This is an optimization exercise on Yosys and OpenROAD, whose aim is small area, not a production implementation.
In this exercise RTL edits were held to simulation tests only and were not proved equivalent to the original.

==> module conv_mac, before the edit <==
module conv_mac
#(
    parameter int          ACCW = 25,
    parameter logic [19:0] BC   = '0      
) (
    input  wire        clk,
    input  wire [19:0] x,
    input  wire        en,       
    input  wire        neg,      
    input  wire        bias,     
    input  wire        clr,      
    input  wire        sh,       
    output logic [19:0] res
);
    logic [ACCW-1:0] acc;
    logic [19:0]     xo;
    logic [ACCW-1:0] a, b, s;
    logic [ACCW:0]   c;
    logic            pos, ngx, one;
    assign pos = en & ~neg;      
    assign ngx = en &  neg;      
    assign one = ~en & neg;      
    assign xo  = (x & {20{pos}}) | (~x & {20{ngx}}) | {20{one}} | (BC & {20{bias}});
    always_comb begin
        for (int i = 0; i < ACCW; i++) begin
            a[i] = acc[i];
            b[i] = (i < 20) ? xo[i] : xo[19];
        end
        c[0] = neg;
        for (int i = 0; i < ACCW; i++) begin
            s[i]   = a[i] ^ b[i] ^ c[i];
            c[i+1] = (a[i] & b[i]) | (c[i] & (a[i] ^ b[i]));
        end
    end
    always_ff @(posedge clk) begin
        acc <= clr ? '0 : sh ? {s[ACCW-1], s[ACCW-1:1]} : s;
    end
    assign res = acc[19:0];
endmodule
==> module conv_top, before the edit <==
module conv_top
#(
    parameter int IMG_BITS = 6    
) (
    input  wire               clk,
    input  wire               rst,
    input  wire               ready,
    input  wire [19:0]        idata,
    input  wire [19:0]        cdata_rd,
    output logic              busy,
    output logic              cwr,
    output logic              crd,
    output logic [11:0]       iaddr,
    output logic [11:0]       caddr_wr,
    output logic [11:0]       caddr_rd,
    output logic [19:0]       cdata_wr,
    output logic [2:0]        csel
);
    logic [7-1:0]     cyc;        
    logic [11:0]     pix;        
    logic            flag;       
    logic rm, rp, cm, cp, p0, q0, p1, q1;
    logic sh0, sh1, wr, rd, pw, kb, pb, lc;
    logic [8-1:0] rom_a, ctl;
    logic [8-1:0] rom_b;
    logic [7-1:0] cyc_nx;
    conv_rom_a u_rom_a (.c (cyc_nx), .o (rom_a));
    conv_rom_b u_rom_b (.c (cyc), .o (rom_b));
    assign {rm, rp, cm, cp, p0, q0, p1, q1} = ctl;
    assign {sh0, sh1, wr, rd, pw, kb, pb, lc} = rom_b;
    logic [12:0]     pc;         
    logic [11:0]     pix_inc;
    logic [7:0]   cc;         
    logic [7-1:0] cyc_inc;
    always_comb begin
        pc[0] = lc;
        for (int i = 0; i < 12; i++) begin
            pix_inc[i] = pix[i] ^ pc[i];
            pc[i+1]    = pix[i] & pc[i];
        end
        cc[0] = 1'b1;
        for (int i = 0; i < 7; i++) begin
            cyc_inc[i] = cyc[i] ^ cc[i];
            cc[i+1]    = cyc[i] & cc[i];
        end
    end
    always_ff @(posedge clk or posedge rst) begin
        if (rst)
            busy <= 1'b0;
        else if (busy)
            busy <= !(lc && pc[12]);
        else
            busy <= ready;
    end
    assign cyc_nx = (busy && !lc) ? cyc_inc : '0;
    always_ff @(posedge clk) begin
        cyc <= cyc_nx;
        ctl <= rom_a;
        pix <= busy ? pix_inc : 12'd0;
    end
    logic [5:0] row, col, nrow, ncol;
    logic [6:0] rt, ct;
    logic       pad;
    assign row = {pix[11:7], pix[1]};
    assign col = {pix[6:2],  pix[0]};
    always_comb begin
        rt[0] = rm | rp;
        ct[0] = cm | cp;
        for (int i = 0; i < 6; i++) begin
            nrow[i]  = row[i] ^ rt[i];
            ncol[i]  = col[i] ^ ct[i];
            rt[i+1]  = rt[i] & (row[i] ^ rm);
            ct[i+1]  = ct[i] & (col[i] ^ cm);
        end
    end
    assign pad   = rt[6] | ct[6];    
    assign iaddr = {nrow, ncol};
    logic        en0, en1;
    logic [19:0] res0, res1;
    logic nz0, ng0, bs0, nz1, ng1, bs1;
    assign nz0 = p0;
    assign ng0 = p0 & q0;
    assign bs0 = ~p0 & q0;
    assign nz1 = p1;
    assign ng1 = p1 & q1;
    assign bs1 = ~p1 & q1;
    assign en0 = nz0 & ~pad;
    assign en1 = nz1 & ~pad;
    logic clr;
    assign clr = lc | ~busy;    
    conv_mac #(.ACCW(23), .BC(20'h02621)) u_mac0 (
        .clk (clk), .x (idata), .en (en0), .neg (ng0), .bias (bs0),
        .clr (clr), .sh (sh0), .res (res0)
    );
    conv_mac #(.ACCW(23), .BC(20'hEE52B)) u_mac1 (
        .clk (clk), .x (idata), .en (en1), .neg (ng1), .bias (bs1),
        .clr (clr), .sh (sh1), .res (res1)
    );
    logic [18:0] val;
    logic [19:0] gc;             
    logic        k0, k1;
    assign k0  = ~kb & ~res0[19];                    
    assign k1  =  kb & ~res1[19];
    assign val = (res0[18:0] & {19{k0}}) | (res1[18:0] & {19{k1}});
    always_comb begin
        gc[0] = 1'b0;
        for (int i = 0; i < 19; i++)
            gc[i+1] = (val[i] & ~cdata_rd[i]) | (gc[i] & (val[i] | ~cdata_rd[i]));
    end
    always_ff @(posedge clk) begin
        if (rd)
            flag <= gc[19] || (pix[1:0] == 2'd0);    
    end
    assign cwr      = busy && (wr || (pw && flag));
    assign crd      = busy && rd;
    assign csel     = {pb & kb, pb ^ kb, ~kb};
    assign caddr_rd = {2'b00, pix[11:7], pix[6:2]};
    assign caddr_wr = pb ? caddr_rd : {pix[11:7], pix[1], pix[6:2], pix[0]};
    assign cdata_wr = {1'b0, val};
endmodule
export LEC_CHECK = 0
export ABC_AREA = 1
export CAP_MARGIN = 20
export CORE_MARGIN = 2
export CORE_UTILIZATION = 55
export CTS_CLUSTER_DIAMETER = 50
export CTS_CLUSTER_SIZE = 10
export SLEW_MARGIN = 20
create_clock -name core_clock -period 12.5 [get_ports {clk}]
standard.sh (not shown) runs the stock make flow with config.mk's settings and CLKGATE_MAP_FILE= SYNTH_SCRIPT=/design/flow/synth_recipe.tcl, a recipe that flattens the netlist after the stock synthesis.
==> flow/flow/run.sh <==
#!/bin/bash
set -euo pipefail
rm -rf scripts_area
cp -r "$FLOW_HOME/scripts" scripts_area
cp flow/abc_area.script scripts_area/abc_area.script
export BUFFER_PORTS_ARGS="-buffer_cell sky130_fd_sc_hd__buf_1"
export CTS_ARGS="-sink_clustering_enable -repair_clock_nets -sink_clustering_size 10 -sink_clustering_max_diameter 50 -dont_use_dummy_load"
bash standard.sh ABC_AREA=1 SCRIPTS_DIR="$PWD/scripts_area" > standard.log 2>&1
==> flow/flow/abc_area.script <==
strash
&get -n
&deepsyn -T 60
&put
dch -f
amap
topo
The first run went through all stages and came out clean.
Edit:
--- a/flow/design.v
+++ b/flow/design.v
@@ -76,11 +76,13 @@
             s[i]   = a[i] ^ b[i] ^ c[i];
             c[i+1] = (a[i] & b[i]) | (c[i] & (a[i] ^ b[i]));
         end
     end
+    logic [ACCW-1:0] accn;
     always_ff @(posedge clk) begin
-        acc <= clr ? '0 : sh ? {s[ACCW-1], s[ACCW-1:1]} : s;
+        accn <= ~(clr ? '0 : sh ? {s[ACCW-1], s[ACCW-1:1]} : s);
     end
+    assign acc = ~accn;
     assign res = acc[19:0];
 endmodule
 `default_nettype wire
 `default_nettype none
@@ -367,18 +369,20 @@
     conv_rom_a u_rom_a (.c (cyc_nx), .o (rom_a));
     conv_rom_b u_rom_b (.c (cyc), .o (rom_b));
     assign {rm, rp, cm, cp, p0, q0, p1, q1} = ctl;
     assign {sh0, sh1, wr, rd, pw, kb, pb, lc} = rom_b;
-    logic [12:0]     pc;         
+    logic [9:0]      blk_nx;
+    logic [1:0]      sub_nx;
     logic [11:0]     pix_inc;
+    logic            blk_adv, img_end;
+    assign blk_adv = lc & pix[1] & pix[0];
+    assign img_end = blk_adv & (pix[11:2] == 10'h200);
+    assign sub_nx  = {pix[1] ^ (lc & pix[0]), pix[0] ^ lc};
+    assign blk_nx  = {pix[10:2], ~(pix[11] ^ pix[8]) ^ (pix[10:2] == 9'h1FF)};
+    assign pix_inc = {blk_adv ? blk_nx : pix[11:2], sub_nx};
     logic [7:0]   cc;         
     logic [7-1:0] cyc_inc;
     always_comb begin
-        pc[0] = lc;
-        for (int i = 0; i < 12; i++) begin
-            pix_inc[i] = pix[i] ^ pc[i];
-            pc[i+1]    = pix[i] & pc[i];
-        end
         cc[0] = 1'b1;
         for (int i = 0; i < 7; i++) begin
             cyc_inc[i] = cyc[i] ^ cc[i];
             cc[i+1]    = cyc[i] & cc[i];
@@ -387,9 +391,9 @@
     always_ff @(posedge clk or posedge rst) begin
         if (rst)
             busy <= 1'b0;
         else if (busy)
-            busy <= !(lc && pc[12]);
+            busy <= !img_end;
         else
             busy <= ready;
     end
     assign cyc_nx = (busy && !lc) ? cyc_inc : '0;
Result: Wire length grows slightly. Setup slack gets worse by 0.034 ns. First-iteration DRC count grows by well over a third. Fmax is about the same. Die area shrinks by a few percent.

-- static timing again, ports no longer ideal --
Ports are ideal in the flow. The routed layouts listed here were re-timed in OpenROAD. Step 1 sets driving cells, clkbuf_16 on the clock port and buf_2 on the other inputs (assumed; they add their load-dependent delay and slew). Step 2 times the ports against the registers' clock, not the clock port: input delays grow and output delays shrink by t, the midpoint of the rising clock arrivals with the driver on. a / b / c = no drivers / after step 1 / after step 2; a / b = the first two.
| run | shift t [ns] | setup slack, ns | worst setup path at the end | latest minus earliest clock arrival (ns) |
|---|---|---|---|---|
| the first run | 0.383 | 0.422 / 0.436 / 0.053 | input to register | 0.023 / 0.023 |
| the second run | 0.378 | 0.388 / 0.396 / 0.018 | input to register | 0.036 / 0.036 |
After both steps every run listed still meets setup and hold. The setup slack of the second run, which loses most, moves by +0.008 ns with the drivers and by -0.370 ns with both steps.
